From an optimization exercise on the open Yosys and OpenROAD flow, aimed at small area; shortcuts taken in it are not production practice. Only simulation tests tie the RTL to the original design; equivalence was not proved. No activity file was given, so power comes from the tool's default toggle rates.

==> flow/design.v <==
module sha_mmio_controller #(
   parameter logic [11:0] BASE_ADDR = 12'h030,
   parameter int unsigned DATA_W    = 16,
   parameter int unsigned BLOCK_W   = 512,
   parameter int unsigned HASH_W    = 256
) (
   input  logic                 clk,
   input  logic                 reset_n,
   input  logic [15:0]          address,
   input  logic                 rw,
   input  logic                 strobe,
   input  logic [DATA_W-1:0]    datain,
   output logic [DATA_W-1:0]    dataout,
   input  logic [HASH_W-1:0]    hash,
   input  logic                 done,
   output logic [BLOCK_W-1:0]   block,
   output logic                 start,
   output logic                 core_reset,
   output logic                 irq
);
   localparam int unsigned MAX_WORDS = (BLOCK_W - 64 - DATA_W) / DATA_W;
   localparam int unsigned CNT_W     = $clog2(MAX_WORDS + 1);
   localparam int unsigned HWORDS    = HASH_W / DATA_W;
   localparam int unsigned HIDX_W    = $clog2(HWORDS);
   localparam logic [3:0] OFF_CTRL = 4'd0;
   localparam logic [3:0] OFF_MSG  = 4'd1;
   localparam logic [3:0] OFF_HASH = 4'd2;
   localparam logic [3:0] OFF_PTR  = 4'd3;
   logic                st_idle, st_load, st_fire, st_wait, st_capt;
   logic                nx_idle, nx_load, nx_fire, nx_wait, nx_capt;
   logic [CNT_W-1:0]    count, count_d;
   logic [HIDX_W-1:0]   hidx, hidx_d;
   logic                ovf, ovf_d;
   logic                busy;
   logic                done_flag, done_flag_d;
   logic                done_q;
   logic                dvalid;
   logic [HASH_W-1:0]   digest;
   logic [DATA_W-1:0]   dataout_d;
   logic                hit, rd, wr;
   logic [3:0]          offset;
   logic                rd_hash, soft_rst, go, rise, msg_wr, ptr_wr, hold_blk;
   logic [DATA_W-1:0]   status;
   logic [HWORDS-1:0]   hsel;
   logic                rd_stat;
   logic [MAX_WORDS:0]  at;           
   logic                buf_keep;
   logic [DATA_W-1:0]   msg_buf [MAX_WORDS];
   assign hit    = strobe && (address[15:4] == BASE_ADDR);
   assign rd     = hit && rw;
   assign wr     = hit && !rw;
   assign offset = address[3:0];
   assign busy     = st_fire | st_wait | st_capt;
   assign irq      = done_flag;
   assign soft_rst = wr && offset == OFF_CTRL && datain == DATA_W'(1);
   assign go       = st_idle && wr && offset == OFF_CTRL && datain == DATA_W'(2) && !ovf;
   assign rise     = st_wait && done && !done_q;
   assign msg_wr   = st_idle && wr && offset == OFF_MSG;
   assign ptr_wr   = st_idle && wr && offset == OFF_PTR;
   assign hold_blk = st_idle | st_fire | st_wait | st_capt;
   always_comb begin
      for (int i = 0; i <= int'(MAX_WORDS); i++) at[i] = (count == CNT_W'(i));
   end
   assign status    = DATA_W'({5'(count), 5'b0, ovf, busy, done_flag});
   assign rd_hash = rd && offset == OFF_HASH && !busy;
   always_comb begin
      for (int k = 0; k < int'(HWORDS); k++) hsel[k] = rd_hash && dvalid && hidx == HIDX_W'(k);
   end
   assign rd_stat = rd && offset == OFF_CTRL;
   for (genvar b = 0; b < int'(DATA_W); b++) begin : g_rd
      localparam bit HAS_ST = (b <= 2) || (b >= 8 && b <= 12);
      localparam int NP = int'(HWORDS) + 1 + (HAS_ST ? 1 : 0);
      localparam int NG = (NP + 2) / 3;
      logic [3*NG-1:0] pa, pb;
      logic [NG-1:0]   y;
      always_comb begin
         pa = '0;
         pb = '0;
         for (int k = 0; k < int'(HWORDS); k++) begin
            pa[k] = hsel[k];
            pb[k] = digest[HASH_W-1-DATA_W*k-(DATA_W-1-b)];
         end
         pa[HWORDS] = !rd;
         pb[HWORDS] = dataout[b];
         if (HAS_ST) begin
            pa[HWORDS+1] = rd_stat;
            pb[HWORDS+1] = status[b];
         end
      end
      for (genvar g = 0; g < NG; g++) begin : g_grp
         if (3*g + 2 < NP) begin : g3
            sha_aoi222 u_aoi (.a1(pa[3*g]), .b1(pb[3*g]), .a2(pa[3*g+1]), .b2(pb[3*g+1]),
                              .a3(pa[3*g+2]), .b3(pb[3*g+2]), .y(y[g]));
         end else begin : g2
            logic x;
            sha_ao22 u_ao (.a1(pa[3*g]), .b1(pb[3*g]), .a2(pa[3*g+1]), .b2(pb[3*g+1]),
                           .x(x));
            assign y[g] = !x;
         end
      end
      assign dataout_d[b] = !(&y);
   end
   logic [DATA_W-1:0]    buf_d [MAX_WORDS];
   logic [BLOCK_W-1:0]   block_d;
   logic [HASH_W-1:0]    digest_d;
   logic [MAX_WORDS-1:0] buf_we;
   logic [MAX_WORDS:0]   mark;         
   logic                 dig_hold;
   logic [MAX_WORDS-1:0] bd_msb;
   logic [DATA_W-2:0]    bd_low [MAX_WORDS];
   logic [4:0]           bd_len;
   assign buf_keep = !at[0];
   for (genvar i = 0; i < int'(MAX_WORDS); i++) begin : g_buf
      assign buf_we[i] = msg_wr && at[i];
      for (genvar b = 0; b < int'(DATA_W); b++) begin : g_bit
         sha_ao22 u_ao (.a1(buf_keep), .b1(msg_buf[i][b]), .a2(buf_we[i]), .b2(datain[b]),
                        .x(buf_d[i][b]));
      end
   end
   always_ff @(posedge clk) begin
      for (int i = 0; i < int'(MAX_WORDS); i++) msg_buf[i] <= buf_d[i];
   end
   always_comb begin
      for (int i = 0; i <= int'(MAX_WORDS); i++) mark[i] = st_load && at[i];
   end
   for (genvar i = 0; i < int'(MAX_WORDS); i++) begin : g_blk
      sha_a221o u_msb (.a1(hold_blk), .a2(block[BLOCK_W-1-DATA_W*i]),
                       .b1(st_load), .b2(msg_buf[i][DATA_W-1]), .c1(mark[i]),
                       .x(bd_msb[i]));
      for (genvar b = 0; b < int'(DATA_W) - 1; b++) begin : g_bit
         sha_ao22 u_ao (.a1(hold_blk), .b1(block[BLOCK_W-DATA_W*(i+1)+b]),
                        .a2(st_load), .b2(msg_buf[i][b]), .x(bd_low[i][b]));
      end
   end
   for (genvar b = 0; b < 5; b++) begin : g_len
      sha_ao22 u_ao (.a1(hold_blk), .b1(block[4+b]), .a2(st_load), .b2(count[b]), .x(bd_len[b]));
   end
   always_comb begin
      block_d = block;
      for (int i = 0; i < int'(MAX_WORDS); i++) begin
         block_d[BLOCK_W-1-DATA_W*i] = bd_msb[i];
         for (int b = 0; b < int'(DATA_W) - 1; b++)
            block_d[BLOCK_W-DATA_W*(i+1)+b] = bd_low[i][b];
      end
      block_d[BLOCK_W-1-DATA_W*MAX_WORDS] = (block[BLOCK_W-1-DATA_W*MAX_WORDS] & hold_blk) | mark[MAX_WORDS];
      block_d[8:4] = bd_len;
   end
   always_ff @(posedge clk or negedge reset_n) begin
      if (!reset_n) block <= '0;
      else          block <= block_d;
   end
   assign dig_hold = st_idle | st_load | st_fire | st_wait;
   for (genvar b = 0; b < int'(HASH_W); b++) begin : g_dig
      sha_ao22 u_ao (.a1(dig_hold), .b1(digest[b]), .a2(st_capt), .b2(hash[b]), .x(digest_d[b]));
   end
   always_ff @(posedge clk) begin
      digest <= digest_d;
   end
   always_ff @(posedge clk or negedge reset_n) begin
      if (!reset_n) begin
         st_idle    <= 1'b1;
         st_load    <= 1'b0;
         st_fire    <= 1'b0;
         st_wait    <= 1'b0;
         st_capt    <= 1'b0;
         count      <= '0;
         hidx       <= '0;
         ovf        <= 1'b0;
         done_flag  <= 1'b0;
         done_q     <= 1'b0;
         dvalid     <= 1'b0;
         dataout    <= '0;
         start      <= 1'b0;
         core_reset <= 1'b0;
      end else begin
         st_idle    <= nx_idle;
         st_load    <= nx_load;
         st_fire    <= nx_fire;
         st_wait    <= nx_wait;
         st_capt    <= nx_capt;
         count      <= count_d;
         hidx       <= hidx_d;
         ovf        <= ovf_d;
         done_flag  <= done_flag_d;
         done_q     <= done;
         dvalid     <= dvalid | st_capt;
         dataout    <= dataout_d;
         start      <= st_fire && !soft_rst;
         core_reset <= soft_rst;
      end
   end
   always_comb begin
      nx_idle = soft_rst || (st_idle && !go) || st_capt;
      nx_load = !soft_rst && go;
      nx_fire = !soft_rst && st_load;
      nx_wait = !soft_rst && (st_fire || (st_wait && !rise));
      nx_capt = !soft_rst && rise;
      hidx_d    = rd_hash ? hidx + HIDX_W'(1) : hidx;
      if (soft_rst || st_capt || ptr_wr) hidx_d = '0;
      count_d = count;
      ovf_d   = ovf;
      if (msg_wr) begin
         if (at[MAX_WORDS]) ovf_d = 1'b1;
         else               count_d = count + CNT_W'(1);
      end
      if (soft_rst || ptr_wr) begin
         count_d = '0;
         ovf_d   = 1'b0;
      end
      done_flag_d = done_flag;
      if (msg_wr) done_flag_d = 1'b0;
      if (st_capt) done_flag_d = 1'b1;
      if (soft_rst) done_flag_d = 1'b0;
   end
endmodule
module sha_aoi222 (
   input  logic a1, b1, a2, b2, a3, b3,
   output logic y
);
   assign y = !((a1 & b1) | (a2 & b2) | (a3 & b3));
endmodule
module sha_ao22 (
   input  logic a1, b1, a2, b2,
   output logic x
);
   assign x = (a1 & b1) | (a2 & b2);
endmodule
module sha_a221o (
   input  logic a1, a2, b1, b2, c1,
   output logic x
);
   assign x = (a1 & a2) | (b1 & b2) | c1;
endmodule
==> flow/flow/run.sh <==
#!/bin/bash
# Standard ORFS layout (the standard.sh) with area-oriented changes:
#  - ports are buffered with the smallest buffer (buf_1) instead of the default pick;
#  - the constant-0 outputs share the single tie cell that synthesis makes
#    (no per-load tie cloning);
#  - CTS uses small clock buffers (clkbuf_4) in clusters of up to 10 sinks, no dummy loads.
# make's full output goes to standard.log; ORFS keeps each step's log under orfs/logs/.
set -euo pipefail
export BUFFER_PORTS_ARGS="-buffer_cell sky130_fd_sc_hd__buf_1"
export SKIP_REPAIR_TIE_FANOUT=1
export CTS_ARGS="-sink_clustering_enable -repair_clock_nets -dont_use_dummy_load -buf_list {sky130_fd_sc_hd__clkbuf_4} -sink_clustering_size 10 -sink_clustering_max_diameter 50"
bash standard.sh > standard.log 2>&1
==> flow/standard.sh <==
#!/bin/bash
# synth_recipe.tcl (not shown) runs the flow's synth.tcl, then flattens the netlist and writes it again
# the make line also repeats each setting of config.mk as NAME=value (left out here)
make -C /OpenROAD-flow-scripts/flow DESIGN_CONFIG=/design/flow/config.mk WORK_HOME=/design/flow/orfs CLKGATE_MAP_FILE= SYNTH_SCRIPT=/design/flow/synth_recipe.tcl "${@:-finish}"
==> flow/config.mk <==
export PLATFORM = sky130hd
export DESIGN_NAME = sha_mmio_controller
export DESIGN_NICKNAME = sha_mmio_controller
export VERILOG_FILES = /design/flow/design.v
export SDC_FILE = /design/flow/constraint.sdc
export NUM_CORES = 4
export LEC_CHECK = 0
export CAP_MARGIN = 20
export CORE_MARGIN = 2
export CORE_UTILIZATION = 40
export SLEW_MARGIN = 20
export SYNTH_HIERARCHICAL = 1
export SYNTH_MINIMUM_KEEP_SIZE = 0
==> flow/constraint.sdc <==
create_clock -name core_clock -period 10.0 [get_ports {clk}]
set_input_delay 2.0000 -clock core_clock [delete_from_list [all_inputs] [get_ports {clk}]]
set_output_delay 2.0000 -clock core_clock [all_outputs]
set_load 0.01 [all_outputs]
==> impl_metrics.ini <==
[run_status]
outcome = complete, no violations

[logic_synthesis]
synth_top_flop_cell = dfxtp_1
synthCells = 2702
synth_cell_types = 41
synthTopCellsByArea = dfxtp_1, dfrtp_1, a22o_1
synthesis.area_sq_um = 38400
avgSynthCellArea_sq_um = 14.2
yosys.cell_count.top_type = a22o_1
ys_warn_count = 11
synthTopCellsByCount = a22o_1, dfxtp_1, dfrtp_1, a222oi_1, nor2_1
ys_seq_area_share_pct = 66.7
synth_top_area_share_pct = 35.8
synth_fp_nets = 3004
netlist.top_cell.by_area = dfxtp_1
synth_seq_cells = 1162
async_flop_share_pct = 40.8
synth-edff-count = 0

[timing]
finalCriticalPeriod_ps = 4020
holdWs_ps = 410
tightest_slew_ps = 1150
drv_slew = 0
fin_crit_sh_pct = 40.2
hold_violations = 0
tns_ps = 0
max_freq_mhz = 249
setup_ws_ps = 5980
fin_skew_ps = 126
relSlewSlack_pct = 23.4
setup_violations = 0
rsz0062_at_grt = false

[die]
ioPinCount = 824
start_util_pct = 40.4
core_sq_um = 95200
die_y_microns = 314
fp.dieW_microns = 314
dieArea_sq_um = 98600
num_rows = 113

[clock_network]
tritoncts = done
clk_path_buf_depth = 3
cts_root_buf = clkbuf_4
cts.htree.levels = 4
clk_latency_ps = 1070
cts_hold_buffers = 0
cts.repair.resized = 0
clk_pin_slew_ps = 100
numClockSinks = 1162
post_cts_buffers = 0
numCtsBuffers = 144

[worst_setup_path]
worstPathRequired_ps = 10940
start_kind = input pin
critPathKind = in2reg
cp-end-kind = register
path_max_fanout = 16
crit_arrival_ps = 4960

[cells_and_area]
syn2layout_area_growth_pct = 14.7
drive_gt1_share_pct = 7.21
nNetsFinal = 3880

[global_routing]
grtUsageTotal_pct = 27.2
grt_max_degree = 238
antenna_found_initial = 15
grt_pass1_vias = 27643
grt-ovfl-total = 0
grt_pass1_wl_microns = 199000

[route]
firstDrtPassIters = 9
wl_met2_microns = 65200
routed.top_layer = met5
wl_met3_microns = 11000
drc = 0
dr.first_iter.drc_count = 3181
drt-met1-wl_microns = 56700
vias = 28983
drtAntennaViolNets = 0
viasPerCell = 5.98
avgRoutedWirePerCell_microns = 28.6
wl_microns = 138000

[power_and_ir_drop]
p_leak_nw = 18.3
power_frac_comb_pct = 4.8
internal_power_mw = 5.37
p_total_mw = 7.16
seqPwrFrac_pct = 65.1
p_sw_share_pct = 25.0
switchingPower_mw = 1.79
ir_drop_uv = 93.7
power_density_nw_per_um2 = 162
clock_power_share_pct = 30.2

[placed_design]
routabilityCongestion = 0.903
port_buffers = 749
post-place-ws_ps = 4840
hpwl_microns = 90600

[job]
maxCapViolCount = 0

[min_path]
min_path_type = reg2reg
-- state kept, by name, indices dropped and copies added, names as in the netlist, 4 cells and up --
register	flops
block	438
msg_buf	432
digest	256
dataout	16
count	5
hidx	4
-- layer usage --
metal | track usage, % | vias up
li1 | - | 12795
met1 | 35.5 | 14629
met2 | 43.5 | 1294
met3 | 6.78 | 261
met4 | 10.6 | 4
met5 | 0 | -
-- modules after synthesis, one instance, submodules excluded --
module / flip-flops and latches / copies in the design / cells inside / area [sq um]
sha_mmio_controller: 1162 / 1 / 1481 / 27600
sha_a221o: 0 / 27 / 1 / 10.0
sha_aoi222: 0 / 88 / 1 / 10.0
sha_ao22: 0 / 1106 / 1 / 8.76
-- path summary, 6_finish.rpt --
kind	startpoint	end	slack (ps)	cells past startpoint
worst max-delay path	address[1]	msg_buf[17][0]	5980	7
worst min-delay path	msg_buf[14][8]	block[280]	410	1
worst max register to register	st_capt	dataout[1]	6150	7
worst min register to register	msg_buf[14][8]	block[280]	410	1
max in group asynchronous	reset_n	block[286]	6960	3
min in group asynchronous	reset_n	block[126]	1010	1
-- cell families after synthesis --
family / synth area share [%]
and+or+nand+nor: 2.81
DFF: 66.7
xor gates and xnor gates: 0.137
other: 0.00976
muxes: 0.0521
buffers and inverters: 1.64
AOI/OAI and AO/OA: 28.4
adders and majority gates: 0.293
-- layout make-up --
type                       count  area, sq um
clock buffer                 144         1080
sequential                  1162        25600
inverter                      10         37.5
timing repair buffer         813         3450
tap                         1265         1580
fill                        8790        51100
multi-input combinational   1447        12300
antenna                        7         17.5
-- per-stage QoR --
step | instance area (sq um) | instances | utilization, %
2_1_floorplan | 38400 | 2702 | -
3_3_place_gp | 42800 | 4693 | 45.0
3_5_place_dp | 42800 | 4693 | 45.0
4_1_cts | 43900 | 4837 | 46.2
5_1_grt | 44100 | 4845 | 46.3
6_report | 44100 | 4848 | 46.3
-- worst max-delay path, cell delays in order --
cell and delay [ps]:
buf_1 80, nor3_1 620, nand3_1 200, nor3_2 520
nand2_1 390, nor2_1 910, a22o_1 240
-- cells in the final DEF (no fill, tap or decap), types with 3 or more instances in the layout --
cell,Yosys,routed
a21oi_1,4,4
a221o_1,27,27
a222oi_1,88,88
a22o_1,1106,1106
and2_1,4,4
and3_1,3,3
and4_1,8,8
and4b_1,8,8
buf_1,0,732
buf_12,0,5
buf_16,0,3
buf_4,74,54
clkbuf_2,0,16
clkbuf_4,0,145
dfrtp_1,473,471
dfxtp_1,688,688
diode_2,0,7
ha_1,9,9
inv_1,10,10
nand2_1,23,23
nand2b_1,5,4
nand3_1,26,25
nand4_1,3,3
nor2_1,76,66
nor2_2,0,10
nor2b_1,4,4
nor3_1,15,8
nor3_2,3,8
nor4_1,9,9
xnor2_1,6,6
-- power groups by stage --
stage	Combinational, mW	Sequential (mW)	Clock [mW]
global placement	0.336	4.76	0
floorplan	0.128	4.76	0
global route	0.364	4.66	2.42
detailed placement	0.336	4.76	0
finish	0.340	4.66	2.16
CTS	0.337	4.66	2.23

[afterwards: timing with drivers on the ports]
The flow's constraints put no driver on any port. The routed layout listed below was extracted and timed again, unchanged, in two steps. Step 1 (the two cells are an assumption about what drives the block):
set clk [get_ports {clk}]
set_driving_cell -lib_cell sky130_fd_sc_hd__clkbuf_16 $clk
set_driving_cell -lib_cell sky130_fd_sc_hd__buf_2 [delete_from_list [all_inputs] $clk]
Step 2 times the ports against the registers' clock, not the clock port: input delays grow and output delays shrink by t, the midpoint of the rising clock arrivals with the driver on. Slacks: ideal / step 1 / step 2; pairs: ideal / step 1.
shift t [ns]: 1.072
setup slack, ns: 5.981 / 6.016 / 4.944
worst register clock-pin slew, ns: 0.12 / 0.12
worst slew at a driven data input, ns: 0.25
After both steps this run still meets setup and hold. The setup slack of this run moves by +0.035 ns with the drivers and by -1.037 ns with both steps.
